Background: an optimization exercise with open tools, aiming at small area. Do not read the settings as production practice. RTL that was checked went through simulation tests only; none was proved equivalent to the original. Only the layout flow was run in run 2; the RTL was not checked for function there. Power and IR drop assume default switching activity.

==> design.v <==
module cclu_multi_entry #(
  parameter int AW           = 32,
  parameter int TW           = 32,
  parameter int CW           = 32,
  parameter int DEPTH        = 16,
  parameter int REPLACE_MODE = 0
) (
  input  logic                         clk,
  input  logic                         reset,
  input  logic                         cmd_valid,
  output logic                         cmd_ready,
  input  logic [1:0]                   command,
  input  logic [AW-1:0]                addres_in,
  input  logic [TW-1:0]                target_in,
  input  logic [CW-1:0]                counter_in,
  output logic                         valid,
  output logic                         hit,
  output logic                         error,
  output logic [TW-1:0]                target_out,
  output logic                         isFull,
  output logic                         isEmpty,
  output logic [$clog2(DEPTH+1)-1:0]   occupancy
);
  localparam int OW = $clog2(DEPTH+1);
  localparam int IW = $clog2(DEPTH);
  logic [AW-1:0]    addr_r [DEPTH];
  logic [TW-1:0]    tgt_r  [DEPTH];
  logic [CW-1:0]    cnt_r  [DEPTH];
  logic [DEPTH-1:0] vld_r;
  logic [IW-1:0]    ord_r  [DEPTH];
  logic [OW-1:0]    occ_r;
  logic             flush_r;
  logic idle, acc, pop, fls;
  assign idle = !flush_r;
  assign acc  = idle && cmd_valid && (command == 2'b01);
  assign pop  = idle && cmd_valid && (command == 2'b10);
  assign fls  = idle && cmd_valid && (command == 2'b11);
  logic occ_zero, occ_one, occ_full;
  assign occ_zero = (occ_r == {OW{1'b0}});
  assign occ_one  = (occ_r == OW'(1));
  assign occ_full = (occ_r == OW'(DEPTH));
  assign cmd_ready = idle && !reset;
  assign occupancy = occ_r;
  assign isFull    = occ_full;
  assign isEmpty   = occ_zero;
  logic [DEPTH-1:0] m;
  logic             hit_any;
  logic [IW-1:0]    hidx;
  always_comb begin
    hidx = {IW{1'b0}};
    for (int i = 0; i < DEPTH; i++) begin
      m[i] = vld_r[i] && (addr_r[i] == addres_in);
      if (m[i]) hidx = hidx | IW'(i);
    end
  end
  assign hit_any = |m && !command[1];
  logic [DEPTH-1:0] old_oh;
  always_comb begin
    for (int i = 0; i < DEPTH; i++) old_oh[i] = (ord_r[0] == IW'(i));
  end
  logic [DEPTH-1:0] rsel;
  logic [TW-1:0]    rd_tgt;
  logic [CW-1:0]    rd_cnt;
  assign rsel = command[1] ? old_oh : m;
  always_comb begin
    rd_tgt = target_in  & {TW{!hit_any && !command[1]}};
    rd_cnt = counter_in & {CW{!hit_any}};
    for (int i = 0; i < DEPTH; i++) begin
      rd_tgt = rd_tgt | ({TW{rsel[i]}} & tgt_r[i]);
      rd_cnt = rd_cnt | ({CW{m[i]}} & cnt_r[i]);
    end
  end
  logic last;
  assign last = (rd_cnt == CW'(1));    
  logic cnt_zero, cnt_one;
  assign cnt_zero = (counter_in == {CW{1'b0}});
  assign cnt_one  = (counter_in == CW'(1));
  logic acc_hit, acc_miss, miss_store, ins, rem, hit_rem, pop_ok, repl;
  assign acc_hit    = acc && hit_any;
  assign acc_miss   = acc && !hit_any;
  assign miss_store = acc_miss && !cnt_zero && !cnt_one;
  assign repl       = (REPLACE_MODE != 0) && miss_store && occ_full;
  assign ins        = miss_store && (!occ_full || (REPLACE_MODE != 0));
  assign hit_rem    = acc_hit && last;
  assign pop_ok     = pop && !occ_zero;
  assign rem        = hit_rem || pop_ok || repl;
  logic [IW-1:0] ins_phys;
  assign ins_phys = occ_full ? ord_r[0] : ord_r[occ_r[IW-1:0]];
  logic [DEPTH-1:0] ins_oh;
  always_comb begin
    for (int i = 0; i < DEPTH; i++) ins_oh[i] = ins && (ins_phys == IW'(i));
  end
  logic [CW-1:0] wcnt;
  assign wcnt = rd_cnt - CW'(1);
  logic [DEPTH-1:0] q, s;
  logic [IW-1:0]    rem_phys;
  always_comb begin
    for (int j = 0; j < DEPTH; j++) begin
      q[j] = hit_rem ? (ord_r[j] == hidx) : (j == 0);
    end
    s[0] = q[0];
    for (int j = 1; j < DEPTH; j++) s[j] = s[j-1] || q[j];
  end
  assign rem_phys = hit_rem ? hidx : ord_r[0];
  logic [DEPTH-1:0] nf, keep_c, wr_c;
  always_comb begin
    for (int i = 0; i < DEPTH; i++) begin
      nf[i]     = !occ_full && (ord_r[occ_r[IW-1:0]] == IW'(i));
      keep_c[i] = vld_r[i] && !(acc_hit && m[i]);
      wr_c[i]   = nf[i] || (acc_hit && m[i]);
    end
    if (REPLACE_MODE != 0) begin
      for (int i = 0; i < DEPTH; i++) begin
        if (repl && old_oh[i]) begin
          nf[i]     = 1'b1;
          keep_c[i] = 1'b0;
          wr_c[i]   = 1'b1;
        end
      end
    end
  end
  always_ff @(posedge clk) begin
    for (int i = 0; i < DEPTH; i++) begin
      addr_r[i] <= (addr_r[i] & {AW{vld_r[i] && !(repl && old_oh[i])}}) |
                   (addres_in & {AW{nf[i]}});
      tgt_r[i]  <= (tgt_r[i]  & {TW{vld_r[i] && !(repl && old_oh[i])}}) |
                   (target_in & {TW{nf[i]}});
      cnt_r[i]  <= (cnt_r[i]  & {CW{keep_c[i]}}) | (wcnt & {CW{wr_c[i]}});
    end
  end
  logic [OW-1:0] occ_s;
  logic          flush_s;
  always_comb begin
    occ_s   = occ_r;
    flush_s = flush_r;
    if (flush_r) begin
      occ_s   = occ_r - OW'(1);
      flush_s = !occ_one;
    end else if (ins && !rem) begin
      occ_s = occ_r + OW'(1);
    end else if (rem && !ins) begin
      occ_s = occ_r - OW'(1);
    end else if (fls && !occ_zero) begin
      flush_s = 1'b1;
    end
  end
  logic          valid_s, hit_s, error_s, tout_en;
  logic [TW-1:0] tout_s;
  assign hit_s   = acc_hit;
  assign error_s = (acc_miss && (cnt_zero || (miss_store && !ins))) ||
                   (pop && occ_zero);
  assign tout_en = acc_hit || (acc_miss && cnt_one) || ins || pop_ok;
  assign valid_s = tout_en || (fls && occ_zero) || (flush_r && occ_one);
  assign tout_s  = rd_tgt;
  always_ff @(posedge clk or posedge reset) begin
    if (reset) begin
      for (int j = 0; j < DEPTH; j++) ord_r[j] <= IW'(j);
      vld_r      <= {DEPTH{1'b0}};
      occ_r      <= {OW{1'b0}};
      flush_r    <= 1'b0;
      valid      <= 1'b0;
      hit        <= 1'b0;
      error      <= 1'b0;
      target_out <= {TW{1'b0}};
    end else begin
      if (rem) begin
        for (int j = 0; j < DEPTH - 1; j++) begin
          if (s[j]) ord_r[j] <= ord_r[j+1];
        end
        ord_r[DEPTH-1] <= rem_phys;
      end
      if (fls && !occ_zero) begin
        vld_r <= {DEPTH{1'b0}};
      end else begin
        for (int i = 0; i < DEPTH; i++) begin
          if (ins_oh[i]) vld_r[i] <= 1'b1;
          else if ((hit_rem && m[i]) || ((pop_ok || repl) && old_oh[i])) vld_r[i] <= 1'b0;
        end
      end
      occ_r   <= occ_s;
      flush_r <= flush_s;
      valid   <= valid_s;
      hit     <= hit_s;
      error   <= error_s;
      if (tout_en) target_out <= tout_s;
    end
  end
endmodule
==> flow/run.sh <==
#!/bin/bash
set -o pipefail
export CTS_ARGS="-sink_clustering_enable -repair_clock_nets -dont_use_dummy_load -sink_clustering_size 25 -sink_clustering_max_diameter 80 -buf_list {sky130_fd_sc_hd__clkbuf_8 sky130_fd_sc_hd__clkbuf_16}"
export BUFFER_PORTS_ARGS="-buffer_cell sky130_fd_sc_hd__buf_1"
bash standard.sh > standard.log 2>&1
==> standard.sh <==
#!/bin/bash
# synth_recipe.tcl (not shown) runs the flow's synth.tcl, then flattens the netlist and writes it again
# the make line also repeats each setting of config.mk as NAME=value (left out here)
make -C /OpenROAD-flow-scripts/flow DESIGN_CONFIG=/design/flow/config.mk WORK_HOME=/design/flow/orfs CLKGATE_MAP_FILE= SYNTH_SCRIPT=/design/flow/synth_recipe.tcl "${@:-finish}"
==> config.mk <==
export PLATFORM = sky130hd
export DESIGN_NAME = cclu_multi_entry
export DESIGN_NICKNAME = cclu_multi_entry
export VERILOG_FILES = /design/flow/design.v
export SDC_FILE = /design/flow/constraint.sdc
export NUM_CORES = 4
export LEC_CHECK = 0
export ABC_CLOCK_PERIOD_IN_PS = 6000
export CAP_MARGIN = 20
export CORE_MARGIN = 2
export CORE_UTILIZATION = 70
export CTS_BUF_LIST = sky130_fd_sc_hd__clkbuf_8 sky130_fd_sc_hd__clkbuf_16
export PLACE_DENSITY = 0.8
export SETUP_SLACK_MARGIN = 0
export SLEW_MARGIN = 20
==> constraint.sdc <==
create_clock -name core_clock -period 8.5 [get_ports {clk}]
set_input_delay 1.7000 -clock core_clock [delete_from_list [all_inputs] [get_ports {clk}]]
set_output_delay 1.7000 -clock core_clock [all_outputs]
set_load 0.01 [all_outputs]
==> run notes, run 1 <==
TritonCTS Buffers 77; CP top delay family simple AND/OR/NAND/NOR gates; Crit path buffers/inverters 3; Worst Path Required 9.08 ns; Largest stage delay, worst path 0.76 ns; WHS Path Cells 2; HPWL Detailed 170,700 um; number of remaining DRC errors 0; Routed Wire Length 273,200 um; share of layout cells above drive strength 1 9.542%; min cycle time layout 7.567 ns; die width 319.0 um; TritonRoute pass-1 iters 8; unrepaired setup endpoints after global routing no; DR iter-0 viols 11,610; post-synth top area share 44.27%; worst-case clock buffer depth 3; Die ar. 101,800 um2; Rows 115; worst vdd ir 0.3402 mV; Slew Limit Fails 0; Initial Util 70.57%; Worst slew margin 12.56%; Highest Clock Rate 0.1322 GHz; # hold bufs at CTS 0; Design Power 20,110 uW; yosys warns 5; Setup Crit Path Kind input port to flip-flop; routability cong. 1.064; Post CTS Setup Buffer Count 0; Post-synth EDFFs 0; pwr dens 275.3 nW/um2; global-route wire length before repair 395,000 um; Yosys cell types 100; syn_nets 6,827; crit-path cells clkbuf_2 > buf_4 > nand2b_1 > nand4_1 > nor3_1 > nand4_1 > nand2b_1 > nor4_1 > and3_1 > buf_4 > a211oi_2 > nand4_4 > nor4_2 > and3_1 > mux2i_2 > o21ai_2 > mux2_2; Fin Setup TNS 0 ns; Final setup viols 0; Worst setup SP type input port; Clock Root Buffer clkbuf_16; WL/cell 35.00 um; FF-to-FF End ord_r[13][1]; Synth Instances 6,719; period utilization 89.02%; Synth async-reset ratio 7.302%; Final Net Count 6,618; initial antenna violation count 17; antenna viol nets, final 0; core area 98,420 um2; reg2reg setup slack 2.07 ns; largest net degree at the start of global routing 73; syn avg cell area 10.34 um2; Worst-path clk slew 0.09 ns; vias in the first global route 58,570; Worst EP arrival 8.15 ns; Area growth syn-to-layout 5.202%; top post-synthesis cells by area dfxtp_1 (44%), a22o_1 (20%), xnor2_1 (5.2%); via count 62,020; CTS H-Tree Depth 3; Post-synth top cells a22o_1 (1,586), dfxtp_1 (1,536), clkbuf_1 (446), xnor2_1 (411), nand2_1 (307); I/O pins 144; r2r worst-path depth 17; Die Height 319.0 um; number of max-cap violations 0; register area share after synthesis 48.69%; hold endpoint cnt_r[0][26]; slew at the pin closest to its max-slew limit 1.312 ns; vias per cell 7.947; synthesized flop and latch total 1,657; Crit. End Element flip-flop; final hold vios 0; outcome timing/DRC/antenna clean; CTS tree yes; Clock Sinks 1,657; CTS resizes 0; reg-to-reg startpoint vld_r[5]; Clock Latency Late Sink 0.73 ns; Yosys top cell by area dfxtp_1; most frequent cell after synthesis a22o_1; gr ovfl total 0; Synth Flop Type dfxtp_1; crit path max fanout 19; leak pwr 0.02668 uW; GRT Util Overall 51.84%; Post-Syn Area 69,460 um2; slowest CP cell nand4_1; port buffer count 143; HP Start cnt_r[0][26]; skew final 0.06514 ns; Hold WC Path Type flip-flop to flip-flop
[registers in the layout, indices dropped and copies added (netlist names)]
| register | flops |
|---|---|
| addr_r | 512 |
| cnt_r | 512 |
| tgt_r | 512 |
| ord_r | 64 |
| target_out | 32 |
| vld_r | 16 |
| occ_r | 5 |
| error | 1 |
| flush_r | 1 |
| hit | 1 |
| valid | 1 |
[layer usage]
metal	up-vias	wire (um)	global-route usage [%]
met5	-	66	0.09456
li1	25010	-	-
met4	10	23450	35.04
met3	1528	43820	18.11
met2	5773	109000	72.29
met1	29700	96790	67.48
[layout by cell type, fill, tap and decap left out, types with 13 or more instances in the layout]
master / n
a21o_1: 17
a21oi_1: 118
a221oi_1: 178
a222oi_1: 35
a22o_1: 1586
a22oi_1: 99
and2_1: 16
and3_1: 40
and4_1: 31
buf_1: 110
buf_4: 261
clkbuf_16: 77
clkbuf_2: 32
dfrtp_1: 73
dfrtp_2: 13
dfstp_2: 32
dfxtp_1: 1536
inv_1: 81
mux2_2: 58
nand2_1: 307
nand2b_1: 114
nand3_1: 156
nand4_1: 227
nor2_1: 120
nor2b_1: 45
nor3_1: 60
nor4_1: 64
nor4_2: 17
o2111ai_1: 18
o211ai_1: 19
o21ai_0: 151
o21ai_4: 17
o22ai_1: 36
or4_1: 15
xnor2_1: 410
xor2_1: 98
[cell families after synthesis]
logic type / synth area share (%)
AOI/OAI and AO/OA: 28.24
xor gates and xnor gates: 6.512
adders and majority gates: 0.1261
buffers and inverters: 4.903
DFF: 48.69
muxes: 1.165
and+or+nand+nor: 10.37
[worst register-to-register path: stages (launching register included)]
cell and delay (ns):
dfrtp_2 0.91, o2111ai_1 0.34, nor4_2 0.74, nand4_1 0.55, nand3_1 0.25, nor4_1 0.06
and4_1 0.25, inv_1 0.12, nand2_1 0.15, a21boi_0 0.31, ha_1 0.22, nand2_1 0.06
or4b_2 0.68, nor4_2 0.19, and3_1 0.40, mux2i_2 0.57, o21ai_2 0.18, mux2_2 0.31
[where the power goes]
group          switching, uW  internal, uW  total [uW]
clock network           2480          1630        4110
logic                   3840          1890        5730
registers               1110          9170       10300
[how the worst max path moves through the flow]
stage | startpoint | end | depth (start not counted)
final | addres_in[9] | ord_r[13][1] | 17
after global routing | addres_in[2] | ord_r[13][1] | 19
after CTS | addres_in[24] | ord_r[13][1] | 19
after detailed placement | addres_in[24] | ord_r[13][1] | 19
after global placement | addres_in[24] | ord_r[13][1] | 19
after floorplan | addres_in[27] | ord_r[12][0] | 27
[area by class of cell]
class | instances | area [um2]
flip-flops and latches | 1657 | 33850
well taps | 1287 | 1610
clock buffers | 77 | 1927
diodes | 9 | 22.52
repair buffers | 408 | 2596
multi-input cells | 4281 | 32750
inverters | 85 | 321.6
fillers | 7038 | 25350
[per-stage QoR]
stage	instances	util (%)	hold WS (ns)	cell area (um2)	setup WS (ns)
2_1_floorplan	6719	-	0.4168	69460	1.504
3_3_place_gp	7716	72.20	0.4336	71060	0.4897
3_5_place_dp	7717	72.23	0.4410	71090	0.4306
4_1_cts	7794	74.19	0.4617	73010	1.148
5_1_grt	7802	74.24	0.4817	73070	0.8733
6_report	7804	74.25	0.4608	73070	0.9331
==> run 2: changes to the inputs <==
--- a/design.v
+++ b/design.v
@@ -121,11 +121,9 @@
   end
   always_ff @(posedge clk) begin
     for (int i = 0; i < DEPTH; i++) begin
-      addr_r[i] <= (addr_r[i] & {AW{vld_r[i] && !(repl && old_oh[i])}}) |
-                   (addres_in & {AW{nf[i]}});
-      tgt_r[i]  <= (tgt_r[i]  & {TW{vld_r[i] && !(repl && old_oh[i])}}) |
-                   (target_in & {TW{nf[i]}});
-      cnt_r[i]  <= (cnt_r[i]  & {CW{keep_c[i]}}) | (wcnt & {CW{wr_c[i]}});
+      addr_r[i] <= (addr_r[i] & {AW{keep_c[i]}}) | (addres_in & {AW{wr_c[i]}});
+      tgt_r[i]  <= (tgt_r[i]  & {TW{keep_c[i]}}) | (rd_tgt    & {TW{wr_c[i]}});
+      cnt_r[i]  <= (cnt_r[i]  & {CW{keep_c[i]}}) | (wcnt      & {CW{wr_c[i]}});
     end
   end
   logic [OW-1:0] occ_s;
@@ -174,7 +172,7 @@
       end else begin
         for (int i = 0; i < DEPTH; i++) begin
           if (ins_oh[i]) vld_r[i] <= 1'b1;
-          else if ((hit_rem && m[i]) || ((pop_ok || repl) && old_oh[i])) vld_r[i] <= 1'b0;
+          else if (rem && (rem_phys == IW'(i))) vld_r[i] <= 1'b0;
         end
       end
       occ_r   <= occ_s;
==> run 2 against run 1 <==
  * Still clean on timing, DRC and antenna
  * Synthesized cell count rose by 8.0%
  * Power fell by 0.64%
  * Worst setup slack got worse by 0.15 ns
  * Combinational power rose by 6.3%
  * First-iteration DRC count rose by 18%
  * Clock skew rose by 0.0064 ns
  * Non-clock buffer count rose by 52
  * Die area rose by 0.48%
  * Critical path depth rose by 1
  * Area after synthesis rose by 0.49%
  * Clock-buffer cell count rose by 1
  * Largest cell class unchanged
==> run notes, run 2 <==
yosys warns 5; Synth async-reset ratio 7.302%; Slew Limit Fails 0; Initial Util 70.82%; port buffer count 143; uppermost layer routed met5; WL/cell 36.00 um; Highest Clock Rate 0.1296 GHz; clock network power share 20.8%; Die ar. 102,300 um2; outcome timing/DRC/antenna clean; WL met2 118,000 um; Crit. End Element flip-flop; vias per cell 7.959; number of max-cap violations 0; period utilization 90.78%; Setup Crit Path Kind input port to flip-flop; register area share after synthesis 48.45%; CTS tree yes; FF+latch area 33,820 um2; slew at the pin closest to its max-slew limit 1.305 ns; synthesized flop and latch total 1,657; Yosys top cell by area dfxtp_1; most frequent cell after synthesis dfxtp_1; HPWL Detailed 191,400 um; I/O pins 144; commonest non-fill, non-tap cell in the layout dfxtp_1; # hold bufs at CTS 0; core area 98,560 um2; Worst slew margin 12.99%; switching pwr 7693 uW; Flop pwr share 48.7%; Die Height 319.8 um; hold_ws 0.4585 ns; cell count after placement 8,326; global-route wire length before repair 433,300 um; P_int 12,290 uW; via count 67,070; die width 319.8 um; Clock Latency Late Sink 0.74 ns; TritonCTS Buffers 78; Post-synth EDFFs 0; vias in the first global route 64,160; share of layout cells above drive strength 1 9.136%; unrepaired setup endpoints after global routing no; CTS resizes 0; Post CTS Setup Buffer Count 0; Yosys cell types 97; number of remaining DRC errors 0; Regs by FF count addr_r: 512 flops, cnt_r: 512 flops, tgt_r: 512 flops; largest net degree at the start of global routing 77; Clock Root Buffer clkbuf_16; Rows 115; # fillers 6,606; top post-synthesis cells by area dfxtp_1 (44%), a22o_1 (13%), xnor2_1 (5.2%); gr ovfl total 0; Comb power frac 30.5%; DR iter-0 viols 13,650; min cycle time layout 7.716 ns; Area growth syn-to-layout 7.140%; Clock Sinks 1,657; worst vdd ir 0.3628 mV; antenna viol nets, final 0; Worst-path clk slew 0.10 ns; Worst Path Required 9.08 ns; area of the multi-input gates 33,530 um2; TritonRoute pass-1 iters 12; switch share 38.49%; Synth Instances 7,254; syn avg cell area 9.622 um2; GRT Util Overall 57.41%; initial antenna violation count 21; Routed Wire Length 303,300 um; pwr dens 267.3 nW/um2; Fin Setup TNS 0 ns; Post-synth top cells dfxtp_1 (1,536), a22o_1 (1,050), nand2_1 (802), o21ai_0 (573), clkbuf_1 (531); Final Net Count 7,236; Final setup viols 0; final hold vios 0; Post-Syn Area 69,800 um2; Final Non-Filler Cells 8,426; worst-case clock buffer depth 3; Synth Flop Type dfxtp_1; CTS H-Tree Depth 3; wl on met1 99,960 um; Hold WC Path Type flip-flop to flip-flop; crit path max fanout 9; Worst setup SP type input port; skew final 0.07153 ns; syn_nets 7,362; leak pwr 0.02706 uW; most frequent cells in the layout dfxtp_1 (1,536), a22o_1 (1,045), nand2_1 (792); Worst EP arrival 8.30 ns; routability cong. 1.083; post-synth top area share 44.05%; routed length on met3 53,100 um
run 2: cell types whose count changed after synthesis, moves of 39 or more:
| cell | change |
|---|---|
| a21oi_1 | -76 |
| nand2b_1 | +73 |
| clkbuf_1 | +85 |
| a221oi_1 | -127 |
| a22o_1 | -536 |
| nand3_1 | +39 |
| nand2_1 | +495 |
| o21ai_0 | +421 |
| a22oi_1 | +190 |
| buf_1 | -85 |
run 2: critical path, cell delays in order:
cell and delay [ns]:
buf_1 0.89, buf_4 0.40, xnor2_1 0.18, nand2_1 0.06, or4_1 0.56, nor4_2 0.92, a2111o_1 0.20, nor2_1 0.18
nand3_1 0.31, o2111a_1 0.29, nand4_1 0.26, buf_4 0.29, nor4_1 0.57, buf_4 0.27, nand3_1 0.23, buf_4 0.30
o21ai_2 0.26, mux2_1 0.37
run 2: layer usage:
| metal | up-vias | global-route usage [%] |
|---|---|---|
| met2 | 7017 | 79.50 |
| met3 | 2244 | 23.52 |
| li1 | 26460 | - |
| met5 | - | 0 |
| met1 | 31330 | 69.37 |
| met4 | 14 | 47.87 |
run 2: logic make-up (layout without fill, tap and decap cells):
| group | Yosys count | after routing | share of synthesized area, % |
|---|---|---|---|
| multiplexers | 103 | 103 | 1.644 |
| AND/OR/NAND/NOR | 1945 | 1945 | 14.33 |
| other | 0 | 13 | 0 |
| AO/OA/AOI/OAI | 2294 | 2294 | 24.78 |
| flip-flops | 1657 | 1657 | 48.45 |
| XOR/XNOR | 497 | 497 | 6.236 |
| adder cells (fa/ha/maj) | 7 | 7 | 0.1255 |
| buffers and inverters | 751 | 623 | 4.435 |
run 2: final timing paths:
check | slack, ns | startpoint | end | cells past startpoint
worst max-delay path | 0.78 | addres_in[15] | ord_r[4][3] | 18
worst min-delay path | 0.46 | cnt_r[5][31] | cnt_r[5][31] | 2
worst max register to register | 2.08 | addr_r[11][5] | vld_r[14] | 15
worst min register to register | 0.46 | cnt_r[5][31] | cnt_r[5][31] | 2
max in group asynchronous | 6.07 | reset | vld_r[2] | 3
min in group asynchronous | 1.14 | reset | error | 2
run 2: metrics by stage:
| step | total power [uW] | worst slack, ns | area [um2] | util [%] |
|---|---|---|---|---|
| 2_1_floorplan | 12920 | 1.570 | 69800 | - |
| 3_3_place_gp | 15240 | 0.4543 | 72510 | 73.57 |
| 3_5_place_dp | 15400 | 0.4616 | 72530 | 73.59 |
| 4_1_cts | 19350 | 1.166 | 74490 | 75.57 |
| 5_1_grt | 20230 | 0.8319 | 74760 | 75.85 |
| 6_report | 19990 | 0.7841 | 74780 | 75.87 |
run 2: power by group through the flow:
stage / Combinational [uW] / Sequential, uW / Clock (uW)
4_1_cts: 5600 / 9680 / 4070
6_report: 6090 / 9740 / 4160
3_5_place_dp: 5570 / 9830 / 0
2_1_floorplan: 3310 / 9610 / 0
5_1_grt: 6070 / 9820 / 4350
3_3_place_gp: 5450 / 9790 / 0
run 2: layout make-up:
cell class              instances  share of cell area [%]
flip-flops and latches       1657                   45.22
multi-input cells            4846                   44.84
repair buffers                460                   4.703
clock buffers                  78                   2.610
well taps                    1287                   2.153
inverters                      85                  0.4333
diodes                         13                 0.04350
==> run 3: changes to the inputs <==
--- a/design.v
+++ b/design.v
@@ -91,7 +91,24 @@
     for (int i = 0; i < DEPTH; i++) ins_oh[i] = ins && (ins_phys == IW'(i));
   end
   logic [CW-1:0] wcnt;
-  assign wcnt = rd_cnt - CW'(1);
+  localparam int NB = (CW + 3) / 4;
+  logic [NB-1:0] blk_zero, blk_borrow;
+  always_comb begin
+    for (int b = 0; b < NB; b++) begin
+      blk_zero[b] = 1'b1;
+      for (int k = 4*b; k < 4*b + 4; k++) begin
+        if (k < CW) blk_zero[b] = blk_zero[b] && !rd_cnt[k];
+      end
+    end
+    blk_borrow[0] = 1'b1;
+    for (int b = 1; b < NB; b++) blk_borrow[b] = blk_borrow[b-1] && blk_zero[b-1];
+    for (int k = 0; k < CW; k++) begin
+      logic low_zero;
+      low_zero = blk_borrow[k/4];
+      for (int j = 4*(k/4); j < k; j++) low_zero = low_zero && !rd_cnt[j];
+      wcnt[k] = rd_cnt[k] ^ low_zero;
+    end
+  end
   logic [DEPTH-1:0] q, s;
   logic [IW-1:0]    rem_phys;
   always_comb begin
@@ -121,9 +138,11 @@
   end
   always_ff @(posedge clk) begin
     for (int i = 0; i < DEPTH; i++) begin
-      addr_r[i] <= (addr_r[i] & {AW{keep_c[i]}}) | (addres_in & {AW{wr_c[i]}});
-      tgt_r[i]  <= (tgt_r[i]  & {TW{keep_c[i]}}) | (rd_tgt    & {TW{wr_c[i]}});
-      cnt_r[i]  <= (cnt_r[i]  & {CW{keep_c[i]}}) | (wcnt      & {CW{wr_c[i]}});
+      addr_r[i] <= (addr_r[i] & {AW{vld_r[i] && !(repl && old_oh[i])}}) |
+                   (addres_in & {AW{nf[i]}});
+      tgt_r[i]  <= (tgt_r[i]  & {TW{vld_r[i] && !(repl && old_oh[i])}}) |
+                   (target_in & {TW{nf[i]}});
+      cnt_r[i]  <= (cnt_r[i]  & {CW{keep_c[i]}}) | (wcnt & {CW{wr_c[i]}});
     end
   end
   logic [OW-1:0] occ_s;
@@ -172,7 +191,7 @@
       end else begin
         for (int i = 0; i < DEPTH; i++) begin
           if (ins_oh[i]) vld_r[i] <= 1'b1;
-          else if (rem && (rem_phys == IW'(i))) vld_r[i] <= 1'b0;
+          else if ((hit_rem && m[i]) || ((pop_ok || repl) && old_oh[i])) vld_r[i] <= 1'b0;
         end
       end
       occ_r   <= occ_s;
==> run 3 against run 2 <==
  * Sequential cell count is the same
  * Clock power fell by 2%
  * Worst setup slack gained 0.40 ns
  * Combinational power shrank 44%
  * First-iteration DRC count decreased by 29%
  * Final cell count fell by 7.1%
  * Sequential share of layout area rose by 1.7 points
  * Highest routed layer unchanged
  * Die area fell by 2.5%
  * Design area shrank 3.5%
  * Clock-buffer cell count down 1
  * Maximum frequency up 5.5%
  * Critical path type unchanged
  * Core utilization decreased by 1.0 points
==> run notes, run 3 <==
Crit. End Element flip-flop; Die Height 315.7 um; Slew Limit Fails 0; skew final 0.05465 ns; most frequent cell after synthesis dfxtp_1; Rows 114; gr ovfl total 0; routability cong. 1.004; Post-synth EDFFs 0; Setup Crit Path Kind input port to flip-flop; leak pwr 0.02702 uW; initial antenna violation count 14; number of max-cap violations 0; I/O pins 144; Synth Flop Type dfxtp_1; Initial Util 70.53%; global-route wire length before repair 362,200 um; Critical Path Source addres_in[30]; CTS resizes 0; vias per cell 7.631; Yosys cell types 86; commonest non-fill, non-tap cell in the layout dfxtp_1; largest net degree at the start of global routing 75; min cycle time layout 7.315 ns; unrepaired setup endpoints after global routing no; core area 96,420 um2; TritonCTS Buffers 77; # fillers 7,018; syn avg cell area 10.06 um2; DR iter-0 viols 9,754; worst vdd ir 0.2385 mV; Regs by FF count addr_r: 512 flops, cnt_r: 512 flops, tgt_r: 512 flops; CTS H-Tree Depth 3; Clock Sinks 1,657; GRT Util Overall 48.02%; syn_nets 6,890; post-synth top area share 45.21%; Worst Path Required 9.08 ns; vias in the first global route 56,610; Worst slew margin 18.74%; Routed Wire Length 247,100 um; slew at the pin closest to its max-slew limit 1.185 ns; Fin Setup TNS 0 ns; via count 59,740; Clock Root Buffer clkbuf_16; CTS tree yes; WL/cell 31.57 um; Layout Utilization 74.82%; worst-case clock buffer depth 3; Post-Syn Area 68,010 um2; pwr dens 231.3 nW/um2; area of the multi-input gates 31,780 um2; TritonRoute pass-1 iters 9; Post CTS Setup Buffer Count 0; period utilization 86.06%; final hold vios 0; Area growth syn-to-layout 6.086%; die width 315.7 um; yosys warns 5; Hold WC Path Type flip-flop to flip-flop; Yosys top cell by area dfxtp_1; register area share after synthesis 49.73%; Synth async-reset ratio 7.302%; Post-synth top cells dfxtp_1 (1,536), a22o_1 (1,310), nand2_1 (490), clkbuf_1 (477), o21ai_0 (415); FF+latch area 33,840 um2; Worst-path clk slew 0.09 ns; Worst EP arrival 7.90 ns; number of remaining DRC errors 0; Highest Clock Rate 0.1367 GHz; most frequent cells in the layout dfxtp_1 (1,536), a22o_1 (1,310), nand2_1 (489); antenna viol nets, final 0; reg-to-reg startpoint addr_r[8][1]; Clock Latency Late Sink 0.71 ns; top post-synthesis cells by area dfxtp_1 (45%), a22o_1 (17%), dfrtp_1 (3.3%); Final Net Count 6,673; share of layout cells above drive strength 1 8.976%; Die ar. 99,660 um2; HP Start cnt_r[4][0]; Final setup viols 0; outcome timing/DRC/antenna clean; port buffer count 143; Worst setup SP type input port; crit path max fanout 16; synthesized flop and latch total 1,657; Synth Instances 6,759; # hold bufs at CTS 0; HPWL Detailed 150,400 um
[run 3: cell count changes in the layout (fill, tap and decap cells not counted), moves of 118 or more]
cell,previous run,this run
o21ai_0,572,415
a22o_1,1045,1310
xor2_1,84,237
nand2_1,792,489
xnor2_1,411,251
a221oi_1,51,169
[run 3: kinds of logic (layout without fill, tap and decap cells)]
group / Yosys count / after routing / synth area share [%]
fa+ha+maj: 30 / 30 / 0.5519
buf+inv: 756 / 537 / 4.474
simple gates: 1371 / 1371 / 10.48
other cells: 0 / 13 / 0
flops: 1657 / 1657 / 49.73
mux: 69 / 69 / 1.234
xor+xnor: 491 / 491 / 6.323
compound gates: 2385 / 2385 / 27.21
[run 3: path summary, 6_finish.rpt]
path / endpoint / slack [ns] / cells after the start
setup / recovery: cnt_r[13][19] / 1.18 / 24
hold / removal: cnt_r[4][0] / 0.46 / 2
setup reg to reg: cnt_r[13][19] / 2.43 / 22
hold reg to reg: cnt_r[4][0] / 0.46 / 2
max in group asynchronous: vld_r[2] / 5.88 / 3
min in group asynchronous: hit / 1.21 / 2
[run 3: layer usage]
| metal | vias to the layer above | wire length (um) | global-route usage (%) |
|---|---|---|---|
| met5 | - | 57 | 0 |
| met4 | 8 | 18900 | 30.50 |
| met3 | 1293 | 35660 | 13.84 |
| met2 | 4920 | 102200 | 69.48 |
| met1 | 28750 | 90360 | 63.17 |
| li1 | 24770 | - | - |
[run 3: critical path, stage by stage]
cell and delay, ns:
clkbuf_2 0.38, buf_4 0.31, xnor2_1 0.36, nand3_1 0.13
or4_1 0.48, nor4_4 0.69, or4_1 0.26, nor2_1 0.07
and3_1 0.18, o21a_1 0.18, nor3_1 0.27, ha_1 0.24
ha_1 0.17, ha_1 0.20, and2_1 0.16, buf_4 0.13
and2_1 0.22, nor4b_1 0.57, ha_1 0.27, ha_1 0.15
ha_1 0.22, xnor2_1 0.10, buf_4 0.20, a22o_1 0.22
[run 3: layout make-up]
cell class / count / area share (%)
Sequential cell: 1657 / 46.91
Multi-Input combinational cell: 4346 / 44.05
Timing Repair Buffer: 399 / 3.795
Clock buffer: 77 / 2.671
Tap cell: 1276 / 2.213
Inverter: 61 / 0.3208
Antenna cell: 13 / 0.04509
[run 3: per-stage QoR]
stage / hold WS (ns) / std cells / instance area (um2) / setup slack [ns] / total power (uW)
2_1_floorplan: 0.4209 / 6759 / 68010 / 1.702 / 11240
3_3_place_gp: 0.4331 / 7736 / 70080 / 0.8449 / 12470
3_5_place_dp: 0.4411 / 7738 / 70150 / 0.7407 / 12560
4_1_cts: 0.4593 / 7815 / 72080 / 1.431 / 16440
5_1_grt: 0.4836 / 7822 / 72130 / 1.141 / 17120
6_report: 0.4605 / 7829 / 72150 / 1.185 / 16690
[run 3: report_power, final]
group	total, uW	internal [uW]	switching [uW]
Combinational	3420	1120	2310
Sequential	9200	8620	579
Clock	4060	1630	2430
Total	16700	11400	5320
==> run 4: changes to the inputs <==
--- a/design.v
+++ b/design.v
@@ -67,7 +67,7 @@
     rd_cnt = counter_in & {CW{!hit_any}};
     for (int i = 0; i < DEPTH; i++) begin
       rd_tgt = rd_tgt | ({TW{rsel[i]}} & tgt_r[i]);
-      rd_cnt = rd_cnt | ({CW{m[i]}} & cnt_r[i]);
+      rd_cnt = rd_cnt | ({CW{rsel[i]}} & cnt_r[i]);
     end
   end
   logic last;
==> run 4 against run 3 <==
  * Still clean
  * Power rose by 13%
  * Global-route usage rose by 0.30 points
  * Die area rose by 0.15%
  * Via count rose by 0.45%
  * Design area fell by 0.18%
  * Synthesized cell count rose by 0.71%
  * Final cell count barely moved
  * Critical endpoint is now ord_r[6][3]
  * Largest cell class unchanged
  * Largest power group unchanged
  * Highest routed layer unchanged
==> run notes, run 4 <==
Post-synth top cells dfxtp_1 (1,536), a22o_1 (1,311), clkbuf_1 (518), nand2_1 (498), o21ai_0 (458); via count 60,010; initial antenna violation count 6; HPWL Detailed 150,500 um; Clock Latency Late Sink 0.72 ns; CP top delay family simple AND/OR/NAND/NOR gates; critical path depth 18; gr ovfl total 0; # hold bufs at CTS 0; vias per cell 7.661; Design Power 18,920 uW; unrepaired setup endpoints after global routing no; design area 72,020 um2; WHS Path Cells 2; period utilization 88.37%; most frequent cell after synthesis dfxtp_1; Worst slew margin 16.40%; FF-to-FF End ord_r[6][3]; yosys warns 5; vias in the first global route 56,140; crit-path cells clkbuf_2 > xor2_1 > or4b_1 > or4b_1 > or4b_1 > o2111ai_4 > o41ai_4 > buf_4 > buf_4 > nand2_1 > nand3_1 > a2111oi_0 > nand4_1 > buf_4 > nor3_4 > buf_4 > mux2i_1 > mux2_1; Regs by FF count addr_r: 512 flops, cnt_r: 512 flops, tgt_r: 512 flops; WL/cell 31.92 um; slowest CP cell or4b_1; most frequent cells in the layout dfxtp_1 (1,536), a22o_1 (1,311), nand2_1 (498); Worst-path clk slew 0.09 ns; Rows 114; worst vdd ir 0.2711 mV; CTS resizes 0; r2r worst-path depth 17; outcome timing/DRC/antenna clean; share of layout cells above drive strength 1 8.380%; Final setup viols 0; pwr dens 262.7 nW/um2; Crit path buffers/inverters 5; port buffer count 143; Die Height 315.9 um; reg-to-reg startpoint addr_r[2][0]; largest net degree at the start of global routing 80; reg2reg setup slack 1.97 ns; final hold vios 0; Worst Path Required 9.04 ns; number of max-cap violations 0; I/O pins 144; DR iter-0 viols 10,070; cell count after placement 7,747; CTS tree yes; CP dominant cell by count buf_4; Post-synth EDFFs 0; syn avg cell area 10.01 um2; synthesized flop and latch total 1,657; GRT Util Overall 48.33%; Final Net Count 6,684; Slew Limit Fails 0; Synth Flop Type dfxtp_1; Yosys top cell by area dfxtp_1; DP Area 69,990 um2; Fin Setup TNS 0 ns; syn_nets 6,938; Post CTS Setup Buffer Count 0; Synth Instances 6,807; crit path max fanout 21; post-synth top area share 45.15%; leak pwr 0.02708 uW; end of the critical path ord_r[6][3]; Initial Util 70.53%; CTS H-Tree Depth 3; min cycle time layout 7.511 ns; skew final 0.06271 ns; Hold WC Path Type flip-flop to flip-flop; Area growth syn-to-layout 5.739%; Post-Syn Area 68,110 um2; routability cong. 1.042; worst-case clock buffer depth 3; commonest non-fill, non-tap cell in the layout dfxtp_1; global-route wire length before repair 364,000 um; Highest Clock Rate 0.1331 GHz; antenna viol nets, final 0; Clock Sinks 1,657; register area share after synthesis 49.65%; TritonCTS Buffers 77; Setup Crit Path Kind input port to flip-flop; Critical Path Source addres_in[3]; Layout Utilization 74.58%; Crit. End Element flip-flop; number of remaining DRC errors 0; Synth async-reset ratio 7.302%; Routed Wire Length 250,000 um; Final Non-Filler Cells 7,833; slew at the pin closest to its max-slew limit 1.246 ns; Die ar. 99,810 um2; Yosys cell types 81; TritonRoute pass-1 iters 12; Worst setup SP type input port; Clock Root Buffer clkbuf_16; Worst EP arrival 8.05 ns; die width 315.9 um; Largest stage delay, worst path 0.83 ns; top post-synthesis cells by area dfxtp_1 (45%), a22o_1 (17%), xor2_1 (4.2%); core area 96,570 um2
[run 4: changes by cell type in the layout (fill, tap and decap cells not counted), sizes merged, moves of 25 or more]
cell    change
nand3b     +25
and3       -30
xnor2      -80
a21oi      -61
nand3      -32
nand2b     -40
xor2       +87
o22ai      +26
o21ai      +27
nor2       +35
[run 4: metal layers]
| layer | global-route usage (%) | vias to the layer above | wire length (um) |
|---|---|---|---|
| met1 | 63.72 | 28940 | 90620 |
| met5 | 0 | - | 18 |
| met4 | 29.75 | 2 | 18750 |
| li1 | - | 24850 | - |
| met2 | 70.57 | 4934 | 104100 |
| met3 | 13.27 | 1289 | 36560 |
[run 4: worst min path at each step]
stage / startpoint / end / slack (ns)
final: cnt_r[11][8] / cnt_r[11][8] / 0.46
after global routing: cnt_r[12][13] / cnt_r[12][13] / 0.48
after CTS: cnt_r[5][6] / cnt_r[5][6] / 0.46
after detailed placement: cnt_r[12][13] / cnt_r[12][13] / 0.44
after global placement: cnt_r[11][4] / cnt_r[11][4] / 0.43
after floorplan: cnt_r[0][16] / cnt_r[0][16] / 0.42
[run 4: layout make-up]
type / count / area [um2]
diodes: 6 / 15.01
clock buffers: 77 / 1927
fillers: 6974 / 24550
inverters: 71 / 271.5
multi-input cells: 4361 / 31740
flip-flops and latches: 1657 / 33860
well taps: 1276 / 1597
repair buffers: 385 / 2605
[run 4: metrics by stage]
step,hold slack [ns],worst slack (ns)
floorplan,0.4187,0.4581
global placement,0.4270,0.4602
CTS,0.4612,1.147
detailed placement,0.4387,0.4112
finish,0.4625,0.9885
global route,0.4801,0.9799
[run 4: tightest hold or removal path: stages (launching register included)]
cell and delay (ns):
dfxtp_1 0.34, nand2_1 0.04, o21ai_0 0.05
[run 4: logic make-up (layout without fill, tap and decap cells)]
logic type / Yosys count / in the layout / synth area share [%]
compound gates: 2394 / 2394 / 27.32
buf+inv: 789 / 533 / 4.532
flops: 1657 / 1657 / 49.65
other cells: 0 / 6 / 0
simple gates: 1366 / 1366 / 10.30
fa+ha+maj: 30 / 30 / 0.5511
mux: 73 / 73 / 1.238
xor+xnor: 498 / 498 / 6.404
[run 4: report_power, final]
part	switching, uW	internal, uW
combinational	3540	1580
sequential	827	8860
clock	2480	1630
==> run 5: changes to the inputs <==
--- a/design.v
+++ b/design.v
@@ -67,7 +67,7 @@
     rd_cnt = counter_in & {CW{!hit_any}};
     for (int i = 0; i < DEPTH; i++) begin
       rd_tgt = rd_tgt | ({TW{rsel[i]}} & tgt_r[i]);
-      rd_cnt = rd_cnt | ({CW{rsel[i]}} & cnt_r[i]);
+      rd_cnt = rd_cnt | ({CW{m[i]}} & cnt_r[i]);
     end
   end
   logic last;
==> flow/run.sh (replaced) <==
#!/bin/bash
set -o pipefail
export CTS_ARGS="-sink_clustering_enable -repair_clock_nets -dont_use_dummy_load -sink_clustering_size 30 -sink_clustering_max_diameter 80 -buf_list {sky130_fd_sc_hd__clkbuf_8 sky130_fd_sc_hd__clkbuf_16}"
export BUFFER_PORTS_ARGS="-buffer_cell sky130_fd_sc_hd__buf_1"
bash standard.sh > standard.log 2>&1
==> run 5 against run 4 <==
  * Combinational power fell by 33%
  * Area after synthesis down 0.15%
  * Sequential share of layout area grew 0.059 points
  * Clock skew is 0.0050 ns lower
  * Die area decreased by 0.15%
  * Final cell count down 0.23%
  * Maximum frequency up 2.4%
  * Critical path depth increased by 3
  * Worst setup slack improved by 0.18 ns
==> run notes, run 5 <==
Synth Instances 6,759; Clock Latency Late Sink 0.72 ns; final hold vios 0; CTS H-Tree Depth 3; Routed Wire Length 246,400 um; GRT Util Overall 47.95%; outcome timing/DRC/antenna clean; Yosys cell types 86; Worst slew margin 18.18%; HPWL Detailed 150,400 um; largest net degree at the start of global routing 75; top post-synthesis cells by area dfxtp_1 (45%), a22o_1 (17%), dfrtp_1 (3.3%); CTS resizes 0; Hold WC Path Type flip-flop to flip-flop; Crit path buffers/inverters 3; Worst EP arrival 7.89 ns; Design Power 16,460 uW; vias in the first global route 56,340; gr ovfl total 0; worst-case clock buffer depth 3; Yosys top cell by area dfxtp_1; most frequent cells in the layout dfxtp_1 (1,536), a22o_1 (1,310), nand2_1 (489); syn avg cell area 10.06 um2; synthesized flop and latch total 1,657; Clock Sinks 1,657; Worst Path Required 9.06 ns; vias per cell 7.643; Rows 114; pwr dens 228.9 nW/um2; Post CTS Setup Buffer Count 0; number of remaining DRC errors 0; worst vdd ir 0.2354 mV; die width 315.7 um; Regs by FF count addr_r: 512 flops, cnt_r: 512 flops, tgt_r: 512 flops; post-synth top area share 45.21%; Post-synth EDFFs 0; crit path max fanout 13; # hold bufs at CTS 0; I/O pins 144; Worst-path clk slew 0.11 ns; dpl ws 0.7407 ns; Setup Crit Path Kind input port to flip-flop; Initial Util 70.53%; Fin Setup TNS 0 ns; Final setup viols 0; core area 96,420 um2; CP top delay family simple AND/OR/NAND/NOR gates; routability cong. 1.004; Die ar. 99,660 um2; # fillers 7,059; WL/cell 31.53 um; antenna viol nets, final 0; skew final 0.05767 ns; global-route wire length before repair 361,600 um; Final Net Count 6,663; syn_nets 6,890; TritonCTS Buffers 67; yosys warns 5; slowest CP cell nor4_4; Area growth syn-to-layout 5.703%; final worst setup slack 1.164 ns; slew at the pin closest to its max-slew limit 1.227 ns; crit-path cells clkbuf_2 > buf_4 > xnor2_1 > nand3_1 > or4_1 > nor4_4 > or4_1 > nor2_1 > and3_1 > o21a_1 > nor3_1 > ha_1 > nand2_1 > a41o_1 > nor2_1 > nor4bb_1 > and4_2 > buf_4 > and2_1 > a21o_4 > mux2_4; Slew Limit Fails 0; Worst setup SP type input port; register area share after synthesis 49.73%; unrepaired setup endpoints after global routing no; DR iter-0 viols 10,080; share of layout cells above drive strength 1 8.836%; Largest stage delay, worst path 0.65 ns; leak pwr 0.02689 uW; Post-Syn Area 68,010 um2; Synth Flop Type dfxtp_1; Post-synth top cells dfxtp_1 (1,536), a22o_1 (1,310), nand2_1 (490), clkbuf_1 (477), o21ai_0 (415); period utilization 86.31%; FF+latch area 33,840 um2; most frequent cell after synthesis dfxtp_1; TritonRoute pass-1 iters 7; Highest Clock Rate 0.1363 GHz; number of max-cap violations 0; Synth async-reset ratio 7.302%; port buffer count 143; hold_ws 0.4652 ns; initial antenna violation count 16; commonest non-fill, non-tap cell in the layout dfxtp_1; via count 59,730; CTS tree yes; min cycle time layout 7.336 ns; DP Area 70,150 um2; Die Height 315.7 um; design area 71,890 um2; area of the multi-input gates 31,780 um2; Crit. End Element flip-flop; Clock Root Buffer clkbuf_16
-- run 5: changes by cell type after synthesis, moves of 32 or more --
cell	before	now
xnor2_1	172	252
clkbuf_1	518	477
o21ai_0	458	415
nor2_1	159	121
nand2b_1	64	104
xor2_1	326	239
nand3_1	67	99
a21oi_1	85	138
-- run 5: cell families (layout without fill, tap and decap cells) --
| group | count (synthesis) | after routing | share of synthesized area (%) |
|---|---|---|---|
| AOI/OAI and AO/OA | 2385 | 2385 | 27.21 |
| adders and majority gates | 30 | 30 | 0.5519 |
| other | 0 | 9 | 0 |
| DFF | 1657 | 1657 | 49.73 |
| and+or+nand+nor | 1371 | 1371 | 10.48 |
| muxes | 69 | 69 | 1.234 |
| xor gates and xnor gates | 491 | 491 | 6.323 |
| buffers and inverters | 756 | 527 | 4.474 |
-- run 5: tightest hold or removal path, stage by stage (launching register included) --
cell and delay, ns:
dfxtp_1 0.34, nand2_1 0.05, o21ai_0 0.05
-- run 5: routing by layer --
metal  part of all wire, %  vias to the layer above  wire, um  track usage, %
met4                   7.7                       17     18950           29.69
met2                    41                     4997    101100           69.27
met1                    37                    28630     90150           63.55
met5                 0.071                        -       175               0
li1                      -                    24750         -               -
met3                    15                     1339     35940           13.66
-- run 5: final cells by class --
class	instances	share of cell area [%]
clock buffers	67	2.332
well taps	1276	2.221
inverters	61	0.3220
diodes	9	0.03133
repair buffers	399	3.808
flip-flops and latches	1657	47.08
multi-input cells	4346	44.21
-- run 5: path summary, 6_finish.rpt --
path	slack, ns	to	depth (start not counted)	start
worst max-delay path	1.16	ord_r[7][3]	21	addres_in[30]
worst max register to register	2.38	ord_r[7][3]	19	addr_r[8][1]
min in group asynchronous	1.18	error	2	reset
worst min register to register	0.47	cnt_r[2][18]	2	cnt_r[2][18]
worst min-delay path	0.47	cnt_r[2][18]	2	cnt_r[2][18]
max in group asynchronous	5.91	vld_r[15]	3	reset
-- run 5: per-stage QoR --
stage / util [%] / cells
floorplan: - / 6759
global placement: 72.68 / 7736
detailed placement: 72.75 / 7738
CTS: 74.49 / 7805
global route: 74.55 / 7813
finish: 74.55 / 7815
-- run 5: power breakdown --
group          internal [uW]  switching [uW]  total [uW]
clock network           1430            2400        3830
registers               8620             582        9200
logic                   1120            2300        3420
total                  11200            5280       16500

==> re-timing with driven ports <==
No port has a modelled driver above. Below, the same layouts with a new extraction and two added sets of constraints.
Step 1, drivers: a clkbuf_16 drives clk and a buf_2 each remaining input, both assumed.
Step 2 times the ports against the registers' clock, not the clock port: input delays grow and output delays shrink by t, the midpoint of the rising clock arrivals with the driver on.
Slacks: ideal / step 1 / step 2; pairs: ideal / step 1.
run | t, ns | slack for setup (ns) | worst hold slack (ns) | cell pins on the clock port's net
run 1 | 0.783 | 0.933 / 0.993 / 0.210 | 0.461 / 0.461 / 0.461 | 1
run 2 | 0.781 | 0.784 / 0.833 / 0.052 | 0.458 / 0.458 / 0.458 | 1
run 3 | 0.768 | 1.185 / 1.244 / 0.475 | 0.461 / 0.461 / 0.461 | 1
run 4 | 0.764 | 0.989 / 1.045 / 0.281 | 0.462 / 0.462 / 0.462 | 1
run 5 | 0.773 | 1.164 / 1.222 / 0.449 | 0.465 / 0.465 / 0.465 | 1
After both steps every run listed still meets setup and hold. The setup slack of run 2, which loses most, moves by +0.049 ns with the drivers and by -0.732 ns with both steps.
